Context: an optimization exercise on an open-source flow, tuned for small area. The choices shown serve that exercise and are no tape-out recipe.
No activity file was given, so power comes from the tool's default toggle rates.

alpha:
==> flow/design.v <==
`timescale 1ns/1ps
module row_mux (
	input  logic [20-1:0]               sel,
	input  logic [20*10-1:0]   d,
	output logic [10-1:0]               y
);
	always_comb begin
		y = '0;
		for (int q = 0; q < 20; q++) y |= sel[q] ? d[q*10 +: 10] : '0;
	end
endmodule
`timescale 1ns/1ps
module tetris_core (
	input  logic                    clk,
	input  logic                    reset,
	input  logic                    tick,
	input  logic                    start,
	input  logic                    left,
	input  logic                    right,
	input  logic                    rotate,
	input  logic                    down,
	input  logic [2:0]              next_kind,
	input  logic [5-1:0]       row_sel,
	output logic [10-1:0]  row_bits,
	output logic                    playing,
	output logic                    game_over,
	output logic [10-1:0]     lines,
	output logic [6-1:0]     level
);
	logic [10-1:0] ring [20];
	logic [4:0] ph;
	logic [4:0] ph_next;
	logic [10-1:0] cur_row;    
	logic [10-1:0] next_row;   
	logic [10-1:0] wr_row;
	logic [5:0] diff;
	logic [4:0] idx;
	logic [20-1:0] sel;
	logic [20*10-1:0] flat;
	assign cur_row = ring[0];
	assign next_row = ring[1];
	always_ff @(posedge clk) begin
		for (int q = 0; q < 20 - 1; q++) begin
			ring[q] <= ring[q + 1];
		end
		ring[20 - 1] <= wr_row;
	end
	assign ph_next = (ph == 5'd19) ? 5'd0 : ph + 1'b1;
	always_ff @(posedge clk) begin
		if (reset) ph <= '0;
		else ph <= ph_next;
	end
	assign diff = {1'b0, row_sel} - {1'b0, ph};
	assign idx = diff[5] ? diff[4:0] + 5'd20 : diff[4:0];
	always_comb begin
		for (int q = 0; q < 20; q++) begin
			sel[q] = (idx == q) && (row_sel < 20);
			flat[q*10 +: 10] = ring[q];
		end
	end
	row_mux u_mux (.sel(sel), .d(flat), .y(row_bits));
	logic [7:0] shp_nb;
	logic [3:0] shp_far;
	logic [3:0] shp_pcx;
	logic [4:0] shp_prow;     
	logic [13:0] shp_mask;    
	logic [17:0] shp_wide;
	logic dm2, dm1, dz, dp1, dp2;
	localparam logic [2:0] ST_IDLE  = 3'd0;
	localparam logic [2:0] ST_WIPE  = 3'd1;
	localparam logic [2:0] ST_READY = 3'd2;
	localparam logic [2:0] ST_TEST  = 3'd3;
	localparam logic [2:0] ST_LOCK  = 3'd4;
	logic [2:0] state;
	logic act;             
	logic run;             
	logic last;            
	logic [7:0] nb_q;
	logic [3:0] far_q;
	logic no_turn;         
	logic [4:0] rel_q;
	logic [3:0] pcx_q;
	logic rot_go;
	logic sh_go;
	logic sh_left;
	logic dn_go;
	logic sp_go;           
	logic acc;             
	logic [2:0] cnt;       
	logic first;           
	logic dly;             
	logic [10-1:0] hold;
	logic rotate_d;
	logic rot_latch;
	logic rot_edge;
	logic [3:0] grav;      
	logic grav_due;
	logic sat;             
	logic [10-1:0] pmask;
	logic [10-1:0] v;
	logic entry;
	logic off_rows;
	logic hit_side;
	logic hit_down;
	logic hit_now;
	logic hit_all;
	logic [4:0] rel_inc;
	logic [7:0] sp_nb;
	logic sp_i;
	assign rot_edge = rotate && !rotate_d;
	assign no_turn = nb_q[0] && nb_q[7] && nb_q[6];
	assign level = (sat || lines[8]) ? '1 : lines[7:2];
	assign grav_due = (level > 6'(8)) || (grav > 4'd8);
	assign shp_nb = rot_go ? {nb_q[5:0], nb_q[7:6]} : nb_q;
	assign shp_far = rot_go ? {far_q[2:0], far_q[3]} : far_q;
	assign shp_pcx = (rot_go || !sh_go) ? pcx_q : sh_left ? pcx_q - 1'b1 : pcx_q + 1'b1;
	assign dm2 = rel_q == 5'd18;
	assign dm1 = rel_q == 5'd19;
	assign dz  = rel_q == 5'd0;
	assign dp1 = rel_q == 5'd1;
	assign dp2 = rel_q == 5'd2;
	assign shp_prow[0] = dz & shp_far[2];
	assign shp_prow[1] = (dm1 & shp_nb[5]) | (dz & shp_nb[4]) | (dp1 & shp_nb[3]);
	assign shp_prow[2] = (dm2 & shp_far[3]) | (dm1 & shp_nb[6]) | dz | (dp1 & shp_nb[2]) | (dp2 & shp_far[1]);
	assign shp_prow[3] = (dm1 & shp_nb[7]) | (dz & shp_nb[0]) | (dp1 & shp_nb[1]);
	assign shp_prow[4] = dz & shp_far[0];
	assign shp_wide = {13'd0, shp_prow} << shp_pcx;
	assign shp_mask = shp_wide[15:2];
	assign pmask = shp_mask[11:2];
	assign run = (state == ST_WIPE || state == ST_TEST || state == ST_LOCK) && (act || ph == 5'd0);
	assign last = run && ph == 5'd19;
	assign v = cur_row | (first ? pmask : '0);
	assign entry = run && state == ST_LOCK && cnt != 3'd0 && ph == 5'd0;
	always_comb begin
		if ((run && state == ST_WIPE) || entry) wr_row = '0;
		else if (dly) wr_row = hold;
		else wr_row = v;
	end
	assign off_rows = (|shp_prow) && (
		(ph == 5'd19 && (rel_q == 5'd18 || rel_q == 5'd19)) || (ph == 5'd18 && rel_q == 5'd18) ||
		(ph == 5'd0 && (rel_q == 5'd1 || rel_q == 5'd2)) || (ph == 5'd1 && rel_q == 5'd2));
	assign hit_side = |(pmask & cur_row) || shp_mask[0] || shp_mask[1] || shp_mask[12] || shp_mask[13] || off_rows;
	assign hit_down = |(pmask & ((ph == 5'd19) ? {10{1'b1}} : next_row));
	assign hit_now = (rot_go || sh_go || sp_go) ? hit_side : hit_down;
	assign hit_all = acc || hit_now;
	always_comb begin
		case (next_kind)
			3'd1: sp_nb = 8'b0101_0001;
			3'd2: sp_nb = 8'b1100_0001;
			3'd3: sp_nb = 8'b1001_0001;
			3'd4: sp_nb = 8'b0011_0001;
			3'd5: sp_nb = 8'b1101_0000;
			3'd6: sp_nb = 8'b0110_0001;
			default:  sp_nb = 8'b0001_0001;
		endcase
	end
	assign sp_i = next_kind == 3'd7;
	assign rel_inc = (rel_q == 5'd19) ? 5'd0 : rel_q + 1'b1;
	always_ff @(posedge clk) begin
		hold <= v;
	end
	always_ff @(posedge clk) begin
		if (reset) begin
			state <= ST_WIPE;
			act <= 1'b0;
			rot_go <= 1'b0;
			sh_go <= 1'b0;
			dn_go <= 1'b0;
			sp_go <= 1'b0;
			dly <= 1'b0;
			first <= 1'b0;
			rotate_d <= 1'b0;
			rot_latch <= 1'b0;
			playing <= 1'b0;
			game_over <= 1'b0;
			lines <= '0;
			sat <= 1'b0;
		end else begin
			rotate_d <= rotate;
			if (rot_edge) rot_latch <= 1'b1;
			act <= run && !last;
			rel_q <= rel_inc;
			sat <= sat || lines[8];
			if (run) begin
				acc <= (ph != 5'd0 && acc) || hit_now;
			end
			case (state)
				ST_IDLE: begin
					if (start) begin
						rot_latch <= 1'b0;
						playing <= 1'b1;
						game_over <= 1'b0;
						lines <= '0;
						sat <= 1'b0;
						nb_q <= sp_nb;
						far_q <= sp_i ? 4'b0100 : 4'b0000;
						rel_q <= sp_i ? ph_next : ph;
						pcx_q <= sp_i ? 4'd7 : 4'd6;
						grav <= '0;
						state <= ST_WIPE;
					end
				end
				ST_WIPE: begin
					if (last) state <= playing ? ST_READY : ST_IDLE;
				end
				ST_READY: begin
					if (tick) begin
						rot_go <= (rot_latch || rot_edge) && !no_turn;
						rot_latch <= 1'b0;
						sh_go <= left ^ right;
						sh_left <= left;
						dn_go <= down || grav_due;
						grav <= (down || grav_due) ? level[3:0] : grav + 1'b1;
						state <= ST_TEST;
					end
				end
				ST_TEST: begin
					if (!rot_go && !sh_go && !dn_go && !sp_go) begin
						state <= ST_READY;
					end else if (run) begin
						if (!rot_go && !sh_go && !sp_go) begin
							cnt <= ((ph == 5'd0) ? 3'd0 : cnt) + {2'b0, &(cur_row | pmask)};
						end
						if (last) begin
							if (rot_go) begin
								rot_go <= 1'b0;
								if (!hit_all) begin
									nb_q <= shp_nb;
									far_q <= shp_far;
								end
							end else if (sh_go) begin
								sh_go <= 1'b0;
								if (!hit_all) pcx_q <= shp_pcx;
							end else if (sp_go) begin
								sp_go <= 1'b0;
								playing <= !hit_all;
								game_over <= hit_all;
								state <= hit_all ? ST_IDLE : ST_READY;
							end else begin
								dn_go <= 1'b0;
								if (!hit_all) begin
									rel_q <= rel_q;   
								end else begin
									first <= 1'b1;
									state <= ST_LOCK;
								end
							end
						end
					end
				end
				ST_LOCK: begin
					if (run) begin
						dly <= (entry || dly) && !(&v);
					end
					if (entry) begin
						lines <= lines + 1'b1;
					end
					if (last) begin
						first <= 1'b0;
						if (cnt > 3'd1) begin
							cnt <= cnt - 1'b1;
						end else begin
							nb_q <= sp_nb;
							far_q <= sp_i ? 4'b0100 : 4'b0000;
							rel_q <= sp_i ? ph_next : ph;
							pcx_q <= sp_i ? 4'd7 : 4'd6;
							grav <= level[3:0];
							if (first) begin
								sp_go <= 1'b1;
								state <= ST_TEST;
							end else begin
								state <= ST_READY;
							end
						end
					end
				end
				default: state <= ST_IDLE;
			endcase
		end
	end
endmodule
==> flow/config.mk <==
export PLATFORM = sky130hd
export DESIGN_NAME = tetris_core
export DESIGN_NICKNAME = tetris_core
export VERILOG_FILES = /design/flow/design.v
export SDC_FILE = /design/flow/constraint.sdc
export NUM_CORES = 4
export LEC_CHECK = 0
export CAP_MARGIN = 20
export CORE_MARGIN = 2
export CORE_UTILIZATION = 60
export PLACE_DENSITY = 0.7
export SLEW_MARGIN = 20
export SYNTH_HIERARCHICAL = 1
==> flow/constraint.sdc <==
create_clock -name core_clock -period 10.0 [get_ports {clk}]
set_input_delay 2.0000 -clock core_clock [delete_from_list [all_inputs] [get_ports {clk}]]
set_output_delay 2.0000 -clock core_clock [all_outputs]
set_load 0.01 [all_outputs]
standard.sh (not shown) runs the stock make flow with config.mk's settings and CLKGATE_MAP_FILE= SYNTH_SCRIPT=/design/flow/synth_recipe.tcl, a recipe that flattens the netlist after the stock synthesis.
==> flow/flow/run.sh <==
#!/bin/bash
# The standard layout (standard.sh) with two changes:
#  - each port gets the smallest buffer, buf_1, as its port buffer
#  - clock tree synthesis inserts no dummy loads
# The full output of the flow goes to standard.log in the work folder.
cd "$(dirname "$0")/.."
export BUFFER_PORTS_ARGS="-buffer_cell sky130_fd_sc_hd__buf_1"
export CTS_ARGS="-sink_clustering_enable -repair_clock_nets -sink_clustering_size 25 -sink_clustering_max_diameter 100 -buf_list sky130_fd_sc_hd__clkbuf_16 -dont_use_dummy_load"
bash standard.sh > standard.log 2>&1
> inputs changed (alpha -> delta)
diff --git a/flow/design.v b/flow/design.v
--- a/flow/design.v
+++ b/flow/design.v
@@ -79,8 +79,11 @@
 	logic [3:0] far_q;
 	logic no_turn;         
 	logic [4:0] rel_q;
 	logic [3:0] pcx_q;
+	logic [7:0] nb_cw, nb_ccw;
+	logic [3:0] far_cw, far_ccw;
+	logic rot_req;
 	logic rot_go;
 	logic sh_go;
 	logic sh_left;
 	logic dn_go;
@@ -108,13 +111,18 @@
 	logic [7:0] sp_nb;
 	logic sp_i;
 	assign rot_edge = rotate && !rotate_d;
 	assign no_turn = nb_q[0] && nb_q[7] && nb_q[6];
+	assign rot_req = (rot_latch || rot_edge) && !no_turn;
 	assign level = (sat || lines[8]) ? '1 : lines[7:2];
 	assign grav_due = (level > 6'(8)) || (grav > 4'd8);
-	assign shp_nb = rot_go ? {nb_q[5:0], nb_q[7:6]} : nb_q;
-	assign shp_far = rot_go ? {far_q[2:0], far_q[3]} : far_q;
-	assign shp_pcx = (rot_go || !sh_go) ? pcx_q : sh_left ? pcx_q - 1'b1 : pcx_q + 1'b1;
+	assign shp_nb = nb_q;
+	assign shp_far = far_q;
+	assign shp_pcx = pcx_q;
+	assign nb_cw = {nb_q[5:0], nb_q[7:6]};
+	assign far_cw = {far_q[2:0], far_q[3]};
+	assign nb_ccw = {nb_q[1:0], nb_q[7:2]};
+	assign far_ccw = {far_q[0], far_q[3:1]};
 	assign dm2 = rel_q == 5'd18;
 	assign dm1 = rel_q == 5'd19;
 	assign dz  = rel_q == 5'd0;
 	assign dp1 = rel_q == 5'd1;
@@ -204,9 +212,15 @@
 					if (last) state <= playing ? ST_READY : ST_IDLE;
 				end
 				ST_READY: begin
 					if (tick) begin
-						rot_go <= (rot_latch || rot_edge) && !no_turn;
+						rot_go <= rot_req;
+						if (rot_req) begin
+							nb_q <= nb_cw;
+							far_q <= far_cw;
+						end else if (left ^ right) begin
+							pcx_q <= left ? pcx_q - 1'b1 : pcx_q + 1'b1;
+						end
 						rot_latch <= 1'b0;
 						sh_go <= left ^ right;
 						sh_left <= left;
 						dn_go <= down || grav_due;
@@ -223,15 +237,16 @@
 						end
 						if (last) begin
 							if (rot_go) begin
 								rot_go <= 1'b0;
-								if (!hit_all) begin
-									nb_q <= shp_nb;
-									far_q <= shp_far;
+								if (hit_all) begin
+									nb_q <= nb_ccw;
+									far_q <= far_ccw;
 								end
+								if (sh_go) pcx_q <= sh_left ? pcx_q - 1'b1 : pcx_q + 1'b1;
 							end else if (sh_go) begin
 								sh_go <= 1'b0;
-								if (!hit_all) pcx_q <= shp_pcx;
+								if (hit_all) pcx_q <= sh_left ? pcx_q + 1'b1 : pcx_q - 1'b1;
 							end else if (sp_go) begin
 								sp_go <= 1'b0;
 								playing <= !hit_all;
 								game_over <= hit_all;
Results
Re synthesized area per cell: delta is 0.25 sq um down on alpha.
Area: delta vs alpha -> delta smaller
Compared to alpha, delta has global-route wire length before repair 2100 microns higher.
On compound-gate portion of the synthesized area, delta and alpha are basically level.
The sequential portion of the cell area of delta exceeds that of alpha by 0.64 points.
Against alpha, total power in delta rose by more than 10%.
In delta relative to alpha, number of inverters outside the clock class in the layout had gone up by more than 10%.
When delta is measured against alpha, its number of multi-input combinational cells in the layout turns out 4 higher.
Changes observed in delta relative to alpha: total vias in the final route now sits higher, per-cell routed wire length now sits higher.
Function was not checked in any run of this note: the RTL went through the layout flow alone.

==> what the ideal ports hide <==
No port has a modelled driver above. Below, the same layouts with a new extraction and two added sets of constraints.
Step 1 (the two cells are an assumption about what drives the block):
set clk [get_ports {clk}]
set_driving_cell -lib_cell sky130_fd_sc_hd__clkbuf_16 $clk
set_driving_cell -lib_cell sky130_fd_sc_hd__buf_2 [delete_from_list [all_inputs] $clk]
Step 2, shift: input delay + t, output delay - t, t = (earliest + latest rising clock arrival at the registers) / 2. This alone moves slack from input paths to output paths.
Slacks: ideal ports / drivers / drivers and shift; pairs: ideal ports / drivers.
| run | shift t [ns] | slack for setup (ns) | hold slack, ns | worst setup path after step 2 | cell pins on the clock port's net |
|---|---|---|---|---|---|
| alpha | 0.522 | 2.545 / 2.526 / 2.526 | 0.298 / 0.298 / 0.298 | input to output | 1 |
| delta | 0.518 | 2.233 / 2.214 / 2.214 | 0.348 / 0.348 / 0.348 | input to output | 1 |
After both steps setup and hold are still met in every run listed.
